Context: an optimization exercise on an open-source flow, tuned for small area, a short achievable clock period and few clock cycles per item. The choices shown serve that exercise and are no tape-out recipe.
Only simulation tests tie the RTL to the original design; equivalence was not proved.
Power figures rest on the tool's default switching activity, not on a simulated workload.

Setup of job 2348:
==> flow/design.v (excerpt) <==
module lc4_ooo_core (
   input  logic        gwe,
   input  logic        rst_n,
   output logic [15:0] imem_addr,
   input  logic [15:0] imem_out,
   output logic        commit_valid,
   output logic [15:0] commit_pc,
   output logic [15:0] commit_insn,
   output logic [15:0] commit_value,
   output logic        commit_we,
   output logic [2:0]  commit_reg,
   output logic [2:0]  commit_nzp
);
   logic [15:0] pc_f;
   logic        d_valid;
   logic [15:0] d_insn;
   logic        x_valid, x_we, x_mulph;
   logic [15:0] x_insn, x_a, x_b;
   logic [7:0]  x_one, x_two, x_neg;    
   logic        c_valid, c_we, c_zero;
   logic [15:0] c_pc, c_insn, c_value;
   logic [15:0] rf [8];
   logic [7:0]  rf_ok;
   logic        x_sub, x_and, x_or, x_xor, x_mul;
   logic        stall, x_wr;
   logic [15:0] sum, res, mul_s, mul_c;
   assign stall = x_valid && x_mul && !x_mulph;    
   assign sum   = x_a + (x_b ^ {16{x_sub}}) + {15'd0, x_sub};
   lc4_mul_csa i_mul (.a(x_a), .one(x_one), .two(x_two), .neg(x_neg), .s(mul_s), .c(mul_c));
   always_comb begin
      if (x_and)
         res = x_a & x_b;
      else if (x_or)
  ...
Size: ~1400 cells after synthesis, roughly 300 flip-flops, about 90 I/O pins.
clock: 9.0 ns
lec_check: 0
cap_margin: 20
core_margin: 2
core_utilization: 40
cts_buf_list: sky130_fd_sc_hd__clkbuf_4 sky130_fd_sc_hd__clkbuf_8
slew_margin: 20
standard.sh (not shown) runs the stock make flow with config.mk's settings and CLKGATE_MAP_FILE= SYNTH_SCRIPT=/design/flow/synth_recipe.tcl, a recipe that flattens the netlist after the stock synthesis.
==> flow/flow/run.sh <==
#!/bin/bash
# Standard layout (the standard.sh), with plain buffers on the ports and a
# tighter setup repair target. Each tool's output goes to a log in this folder.
set -euo pipefail
bash standard.sh BUFFER_PORTS_ARGS="-buffer_cell sky130_fd_sc_hd__buf_2" SETUP_SLACK_MARGIN=5.5 finish > flow_make.log 2>&1
Testbench counts of job 2348, summed over its fixed seeds: cycles 17,590, items 16,000.
Edits applied to the flow inputs when going from job 2348 to job 8768:
- an added SETUP_SLACK_MARGIN of 5
- a deleted CTS_BUF_LIST that had been sky130_fd_sc_hd__clkbuf_4 sky130_fd_sc_hd__clkbuf_8
==> flow/run.sh (new file) <==
#!/bin/bash
# synth_recipe.tcl (not shown) runs the flow's synth.tcl, then flattens the netlist and writes it again
# the make line also repeats each setting of config.mk as NAME=value (left out here)
make -C /OpenROAD-flow-scripts/flow DESIGN_CONFIG=/design/flow/config.mk WORK_HOME=/design/flow/orfs CLKGATE_MAP_FILE= SYNTH_SCRIPT=/design/flow/synth_recipe.tcl finish
removed: flow/flow/run.sh
removed: flow/standard.sh
### Flow results
- Job 2348 has a higher clock network latency to the later pin of the worst-skew pair than job 8768.
- Job 8768 against job 2348: worst setup slack dropped 0.35 ns, final cell count went down by 42.
diff inputs: job 8768 => job 7830
- SETUP_SLACK_MARGIN removed (was 5)
- CTS_CLUSTER_SIZE newly set to 30
- CTS_CLUSTER_DIAMETER newly set to 150
==> flow/flow/run.sh (new file) <==
#!/bin/bash
# Standard layout (the standard.sh), with plain buffers on the ports and a
# tighter setup repair target. Each tool's output goes to a log in this folder.
set -euo pipefail
bash standard.sh BUFFER_PORTS_ARGS="-buffer_cell sky130_fd_sc_hd__buf_2" SETUP_SLACK_MARGIN=5.5 finish > flow_make.log 2>&1
==> flow/standard.sh (new file) <==
#!/bin/bash
# synth_recipe.tcl (not shown) runs the flow's synth.tcl, then flattens the netlist and writes it again
# the make line also repeats each setting of config.mk as NAME=value (left out here)
make -C /OpenROAD-flow-scripts/flow DESIGN_CONFIG=/design/flow/config.mk WORK_HOME=/design/flow/orfs CLKGATE_MAP_FILE= SYNTH_SCRIPT=/design/flow/synth_recipe.tcl "${@:-finish}"
removed: flow/run.sh
==> summary.txt <==
Higher worst slew slack as a fraction of its limit among job 7830 and job 8768: job 7830. Between job 7830 and job 8768, the global routing met3 resource utilization is lower for job 7830. Via count of the routed design: higher on job 8768. Total power: job 7830 vs job 8768 down 0.00067 W.
> inputs changed (job 7830 -> job 4390)
- a deleted CTS_CLUSTER_DIAMETER that had been 150
- a deleted CTS_CLUSTER_SIZE that had been 30
==> flow/flow/run.sh <==
#!/bin/bash
# Standard layout (the standard.sh), with plain buffers on the ports and a
# tighter setup repair target. Each tool's output goes to a log in this folder.
set -euo pipefail
bash standard.sh BUFFER_PORTS_ARGS="-buffer_cell sky130_fd_sc_hd__buf_2" SETUP_SLACK_MARGIN=6 finish > flow_make.log 2>&1
--- outcome ---
Number of multi-input logic gates across job 7830 and job 4390: no real change.
Job 4390 against job 7830: synthesis-to-finish area growth increased 12 points; non-clock buffer count increased 51; insertion delay of the later-clocked pin in the worst-skew pair increased 0.06 ns; total placed instance area increased about 0.3%.
The sequential cell area in the final layout on job 4390 is in line with that on job 7830.
Job 4390 packs its core more tightly than job 7830.

[re-timing with driven ports]
No port has a modelled driver above. Below, the same layouts with a new extraction and two added sets of constraints. Step 1 sets driving cells, clkbuf_16 on the clock port and buf_2 on the other inputs (assumed; they add their load-dependent delay and slew). Step 2, shift: input delay + t, output delay - t, t = (earliest + latest rising clock arrival at the registers) / 2. This alone moves slack from input paths to output paths. Three values: ideal ports, drivers, drivers and shift; two values: the first two.
| run | t (ns) | setup slack, ns | worst hold slack (ns) |
|---|---|---|---|
| job 2348 | 0.637 | 5.602 / 5.602 / 5.602 | 0.335 / 0.335 / 0.335 |
| job 8768 | 0.623 | 5.250 / 5.250 / 5.250 | 0.339 / 0.339 / 0.339 |
| job 7830 | 0.557 | 5.643 / 5.643 / 5.643 | 0.347 / 0.347 / 0.347 |
| job 4390 | 0.625 | 5.746 / 5.746 / 5.746 | 0.340 / 0.340 / 0.340 |
After both steps every run listed still meets setup and hold.
